Background: an optimization exercise with open tools, aiming at small area. Do not read the settings as production practice.
The RTL was checked by simulation tests, not by an equivalence proof against the original design.
Power is estimated from default activity; no workload was simulated. No driver is modelled on the clock port, so clocking that relies on it looks cheaper here than on a real chip.

v15:
Design fb_line_prefetch, start of the top module:
module fb_line_prefetch #(
    parameter int unsigned WIDTH           = 256,
    parameter int unsigned HEIGHT          = 192,
    parameter int unsigned SCREEN_DIV      = 2,
    parameter int unsigned V_ACTIVE        = 384,
    parameter int unsigned DATA_BITS       = 4,
    parameter int unsigned FB_READ_LATENCY = 2,
    parameter int unsigned DIM_BITS        = $clog2(WIDTH)
) (
    input  logic                    clk_pixel,
    input  logic                    rst_n,
    input  logic [11:0]             vga_x,
    input  logic [11:0]             vga_y,
    input  logic                    video_active,
    input  logic                    vga_hsync,
    input  logic                    vga_vsync,
    output logic                    fb_read_en,
    output logic [2*DIM_BITS-1:0]   fb_read_addr,
    input  logic [DATA_BITS-1:0]    fb_read_data,
    output logic [DATA_BITS-1:0]    pix_index,
    output logic                    pix_active,
    output logic                    pix_hsync,
    output logic                    pix_vsync,
    output logic                    fill_busy,
    output logic                    underrun,
    output logic [15:0]             underrun_count
);
make LEC_CHECK=0 CAP_MARGIN=20 CORE_MARGIN=2 CORE_UTILIZATION=40 CTS_CLUSTER_DIAMETER=60 CTS_CLUSTER_SIZE=30 SLEW_MARGIN=20 SYNTH_HIERARCHICAL=1 SYNTH_MINIMUM_KEEP_SIZE=0 finish   # period 10.0 ns
run.sh (not shown) runs the stock make flow with config.mk's settings and CLKGATE_MAP_FILE= SYNTH_SCRIPT=/design/flow/synth_recipe.tcl, a recipe that flattens the netlist after the stock synthesis.
The following lists how v4 was set up differently from v15:
Settings: PLACE_DENSITY: unset -> 0.8; CORE_UTILIZATION: 40 -> 70; CTS_CLUSTER_DIAMETER: 60 -> unset; CTS_CLUSTER_SIZE: 30 -> unset.
==> flow/flow/run.sh (new file) <==
#!/bin/bash
# Standard ORFS layout with two changes: clock tree sinks are clustered into
# groups of up to 20 under clkbuf_8 leaf buffers, without dummy loads, and
# ports are buffered with buf_1.
set -euo pipefail
export CTS_ARGS="-sink_clustering_enable -repair_clock_nets -dont_use_dummy_load -sink_clustering_size 20 -sink_clustering_max_diameter 60 -buf_list sky130_fd_sc_hd__clkbuf_8"
export BUFFER_PORTS_ARGS="-buffer_cell sky130_fd_sc_hd__buf_1"
bash standard.sh > standard.log 2>&1
==> flow/standard.sh (new file) <==
#!/bin/bash
# synth_recipe.tcl (not shown) runs the flow's synth.tcl, then flattens the netlist and writes it again
# the make line also repeats each setting of config.mk as NAME=value (left out here)
make -C /OpenROAD-flow-scripts/flow DESIGN_CONFIG=/design/flow/config.mk WORK_HOME=/design/flow/orfs CLKGATE_MAP_FILE= SYNTH_SCRIPT=/design/flow/synth_recipe.tcl "${@:-finish}"
removed: flow/run.sh
Findings:
Cmp v4 and v15 / instance area at placement / lower: v4. Where overall power after layout is concerned, v15 is outperformed by v4. The final reports for v4 and v15 show overall routing resource usage higher in the former. For v4, the cell with the largest stage delay on the worst path was nor4_1, unlike v15, where it was clkdlybuf4s50_1. v4 leaves more setup margin than v15. In the final reports, the cell area of v4 is smaller than that of v15. Run comparison: v4 end of the critical path rd_data_q[0]; v15 end of the critical path rd_data_q[1].
The following lists how v12 was set up differently from v4:
Settings: CORE_UTILIZATION now 40, was 70; PLACE_DENSITY no longer set, was 0.8.
==> flow/flow/run.sh <==
#!/bin/bash
# Standard ORFS layout with two changes: clock tree sinks are clustered into
# larger groups without dummy loads, and ports are buffered with buf_1.
set -euo pipefail
export CTS_ARGS="-sink_clustering_enable -repair_clock_nets -dont_use_dummy_load -sink_clustering_size 30 -sink_clustering_max_diameter 100"
export BUFFER_PORTS_ARGS="-buffer_cell sky130_fd_sc_hd__buf_1"
bash standard.sh > standard.log 2>&1
Notes after the runs:
- Reported for v12 and v4, post-synthesis cell count turned out identical to the last digit.
- Cmp v12 vs v4: count of clock buffers in the final design lower in v12
- Lower via count was reported by v12, not v4.
- met3 global-route usage in v12 is 2.2 points lower than in v4

## job 101
Another version of the RTL of fb_line_prefetch (not shown whole).
For scale: ~3,600 cells after synthesis, about 2,100 flip-flops, roughly 75 I/O pins, ~61,000 um2 of cells after synthesis.
// fb_line_prefetch
module fb_line_prefetch #(
    parameter int unsigned WIDTH           = 256,
    parameter int unsigned HEIGHT          = 192,
    parameter int unsigned SCREEN_DIV      = 2,
    parameter int unsigned V_ACTIVE        = 384,
    parameter int unsigned DATA_BITS       = 4,
    parameter int unsigned FB_READ_LATENCY = 2,
    parameter int unsigned DIM_BITS        = $clog2(WIDTH)
) (
    input  logic                    clk_pixel,
    input  logic                    rst_n,
    input  logic [11:0]             vga_x,
    input  logic [11:0]             vga_y,
    input  logic                    video_active,
    input  logic                    vga_hsync,
    input  logic                    vga_vsync,
    output logic                    fb_read_en,
    output logic [2*DIM_BITS-1:0]   fb_read_addr,
    input  logic [DATA_BITS-1:0]    fb_read_data,
    output logic [DATA_BITS-1:0]    pix_index,
    output logic                    pix_active,
    output logic                    pix_hsync,
    output logic                    pix_vsync,
    output logic                    fill_busy,
    output logic                    underrun,
    output logic [15:0]             underrun_count
);
clock: 10.0 ns
lec_check: 0
cap_margin: 20
core_margin: 2
core_utilization: 40
cts_buf_list: sky130_fd_sc_hd__clkbuf_4
slew_margin: 20
Stock flow here: none of the scripts above is used.
The final layout from job 101, which completed every stage, passed the timing, DRC and antenna checks at the end of the flow.
Relative to job 101, the following input files were edited for job 102:
- clearing CTS_BUF_LIST, which used to be sky130_fd_sc_hd__clkbuf_4
==> comparison <==
On total net switching power, job 101 and job 102 are neck and neck. Delta (job 102 minus job 101): HPWL reported at the end of detailed placement closely matched the old numbers, via count of the first global-routing pass decreased by about 9% relative to the old numbers. On area growth from synthesis to layout, the lower figure sits with job 101, not job 102. Job 102 against job 101: clock skew now smaller; share of cell area taken by multi-input logic gates now sits lower.

Another version of the RTL of fb_line_prefetch (not shown whole).
For scale: about 2100 flip-flops, about 54000 um2 of cells after synthesis.
export LEC_CHECK = 0
export CAP_MARGIN = 20
export CORE_MARGIN = 2
export CORE_UTILIZATION = 80
export PLACE_DENSITY = 0.88
export SLEW_MARGIN = 20
export SYNTH_HIERARCHICAL = 1
export SYNTH_MINIMUM_KEEP_SIZE = 0
create_clock -name core_clock -period 10.0 [get_ports {clk_pixel}]
standard.sh (not shown) runs the stock make flow with config.mk's settings and CLKGATE_MAP_FILE= SYNTH_SCRIPT=/design/flow/synth_recipe.tcl, a recipe that flattens the netlist after the stock synthesis.
==> flow/flow/run.sh <==
#!/bin/bash
# Standard ORFS layout with two changes: clock tree sinks are clustered into
# groups of up to 20 under clkbuf_8 leaf buffers, without dummy loads, and
# ports are buffered with buf_1.
set -euo pipefail
export CTS_ARGS="-sink_clustering_enable -repair_clock_nets -dont_use_dummy_load -sink_clustering_size 20 -sink_clustering_max_diameter 60 -buf_list sky130_fd_sc_hd__clkbuf_8"
export BUFFER_PORTS_ARGS="-buffer_cell sky130_fd_sc_hd__buf_1"
bash standard.sh > standard.log 2>&1
The baseline went through all stages and came out clean.
Then changed:
- CORE_UTILIZATION: 80 -> 70
- PLACE_DENSITY: 0.88 -> 0.8
Result:
- The changed run completed with no timing, DRC or antenna violations
- global-route usage decreases by 6.5 points
- register-to-register slack is better by 0.03 ns
- total power is about the same
- count of clock-buffer cells in the layout went up by 4
- via count goes down by 3.9%

==> separate check: timing with driven ports <==
How much do the figures lean on ideal ports? The routed layouts below were timed once more, with nothing changed but the port constraints.
Step 1: set_driving_cell puts a clkbuf_16 on clk_pixel and a buf_2 on each other input, an assumption about the parent block.
Step 2, shift: input delay + t, output delay - t, t = (earliest + latest rising clock arrival at the registers) / 2. This alone moves slack from input paths to output paths.
Three values: ideal ports, drivers, drivers and shift; two values: the first two.
run	shift t [ns]	setup WS [ns]	worst setup path at the end	worst slew at a driven data input, ns	pins driven straight from the clock port
v15	0.799	2.257 / 2.301 / 1.502	input to register	0.05	1
v4	0.806	2.339 / 2.378 / 1.572	input to register	0.13	1
v12	0.750	2.573 / 2.620 / 1.870	input to register	0.07	1
job 101	1.292	3.734 / 3.737 / 2.445	input to register	0.09	1
job 102	0.891	3.250 / 3.259 / 2.368	input to register	0.08	1
the first run of note 3	0.824	3.431 / 3.461 / 2.638	input to register	0.06	1
the second run of note 3	0.813	3.506 / 3.531 / 2.718	input to register	0.05	1
After both steps setup and hold are still met in every run listed. The setup slack of job 101, which loses most, moves by +0.003 ns with the drivers and by -1.289 ns with both steps.
